Background: an optimization exercise with open tools, aiming at small area, a short achievable clock period and few clock cycles per item. Do not read the settings as production practice. Only simulation tests tie the RTL to the original design; equivalence was not proved. Power figures rest on the tool's default switching activity, not on a simulated workload.

Setup of fjord:
## gw_mem_gateway
module gw_mem_gateway
(
  input  logic                      clk_i,
  input  logic                      arst_n_i,
  input  logic                      cmd_valid_i,
  input  logic                      cmd_op_i,
  input  logic [20-1:0] cmd_addr_i,
  input  logic [32-1:0] cmd_data_i,
  output logic                      cmd_ready_o,
  output logic                      resp_valid_o,
  output logic                      resp_op_o,
  output logic [20-1:0] resp_addr_o,
  output logic [32-1:0] resp_data_o,
  input  logic                      resp_ready_i,
  output logic [4-1:0]   finish_o
);
  localparam int AW    = 20;
  localparam int DW    = 32;
  localparam int WORDS = 128;
  localparam int IDX_W = $clog2(WORDS);
  localparam int FIN_W = (4 > 1) ? $clog2(4) : 1;
  logic          s_valid_q;
  logic          a_valid_q;
  logic          r_valid_q;
  logic          clr_q;
  logic          accept;
  logic          r_free;
  logic          a_load;
  logic          s_op_q;
  logic [AW-1:0] s_addr_q;
  logic [DW-1:0] s_data_q;
  logic          a_op_q;
  logic [AW-1:0] a_addr_q;
  logic [DW-1:0] a_data_q;
  logic          r_op_q;
  logic [AW-1:0] r_addr_q;
  logic [DW-1:0] r_data_q;
  logic [4-1:0] finish_q;
  assign cmd_ready_o = ~s_valid_q;
  assign accept      = cmd_valid_i & ~s_valid_q;
  assign r_free      = ~r_valid_q | resp_ready_i;
  assign a_load      = ~a_valid_q | r_free;
  always_ff @(posedge clk_i or negedge arst_n_i)
  begin
    if (!arst_n_i)
    begin
      s_valid_q <= 1'b0;
      a_valid_q <= 1'b0;
      r_valid_q <= 1'b0;
      clr_q     <= 1'b1;
    end
    else
    begin
      clr_q <= 1'b0;
      if (a_load)
      begin
        a_valid_q <= s_valid_q | accept;
      end
      s_valid_q <= s_valid_q ? ~a_load : (accept & ~a_load);
      if (r_free)
      begin
        r_valid_q <= a_valid_q;
      end
    end
  end
  always_ff @(posedge clk_i)
  begin
    if (!s_valid_q)
    begin
      s_op_q   <= cmd_op_i;
      s_addr_q <= cmd_addr_i;
      s_data_q <= cmd_data_i;
    end
  end
  always_ff @(posedge clk_i)
  begin
    if (a_load)
    begin
      a_op_q   <= s_valid_q ? s_op_q   : cmd_op_i;
      a_addr_q <= s_valid_q ? s_addr_q : cmd_addr_i;
      a_data_q <= s_valid_q ? s_data_q : cmd_data_i;
    end
  end
  logic             a_is_mem;
  ...
For scale: about 7,300 cells after synthesis, about 4,300 flip-flops, roughly 0.16 sq mm of cells after synthesis.
Settings: LEC_CHECK=0, CAP_MARGIN=20, CORE_MARGIN=2, CORE_UTILIZATION=25, PLACE_DENSITY=0.5, SETUP_SLACK_MARGIN=1.5, SLEW_MARGIN=20, SYNTH_MEMORY_MAX_BITS=16384, TNS_END_PERCENT=5; clock period 7.0 ns.
run.sh (not shown) runs the stock make flow with config.mk's settings and CLKGATE_MAP_FILE= SYNTH_SCRIPT=/design/flow/synth_recipe.tcl, a recipe that flattens the netlist after the stock synthesis.
Testbench counts of fjord, summed over its fixed seeds: cycles 20,016, items 20,000.
## Diff of input files: lagoon against fjord
-- flow/config.mk --
<<< fjord, line 10
export CORE_UTILIZATION = 25
export PLACE_DENSITY = 0.5
export SETUP_SLACK_MARGIN = 1.5
export SLEW_MARGIN = 20
export SYNTH_MEMORY_MAX_BITS = 16384
export TNS_END_PERCENT = 5
>>> lagoon, line 10
export CORE_UTILIZATION = 25
export PLACE_DENSITY = 0.5
export SLEW_MARGIN = 20
export SYNTH_MEMORY_MAX_BITS = 16384
Results
Any difference in layout overhead on the synthesized area between fjord and lagoon is small enough to ignore. fjord -> lagoon: per-cell routed wire length flat. On number of standard cells in the layout, taps in and fillers out, fjord and lagoon are basically level. Compared with fjord, maximum clock frequency in lagoon increased by a few percent. Any difference in total power between lagoon and fjord is small enough to ignore. Going from fjord to lagoon, global-route usage flat; gate count of the mapped netlist now sits at about the same level. lagoon and fjord ended up with roughly the same sequential portion of the cell area. Re worst-case setup margin in the final layout: lagoon is 0.13 ns up on fjord. Of lagoon and fjord, it is lagoon that has the higher actual slew at the worst max-slew pin. On non-clock buffer count, fjord and lagoon are neck and neck.

## afterwards: timing with drivers on the ports
Ports are ideal in the flow. The routed layouts listed here were re-timed in OpenROAD.
Step 1, drivers: a clkbuf_16 drives clk_i and a buf_2 each remaining input, both assumed.
Step 2 adds t to the input delays and takes it off the output delays; t is the mean of the earliest and latest rising clock arrival at the registers after step 1. Input paths then give back, and output paths get back, about the clock's delay inside the block.
Slacks: ideal / step 1 / step 2; pairs: ideal / step 1.
run | shift t [ns] | slack for setup (ns) | hold WS [ns] | worst register clock-pin slew, ns
fjord | 1.139 | 1.504 / 1.504 / 1.504 | 0.453 / 0.453 / 0.453 | 0.07 / 0.07
lagoon | 1.139 | 1.636 / 1.636 / 1.636 | 0.453 / 0.453 / 0.453 | 0.07 / 0.07
After both steps setup and hold are still met in every run listed.
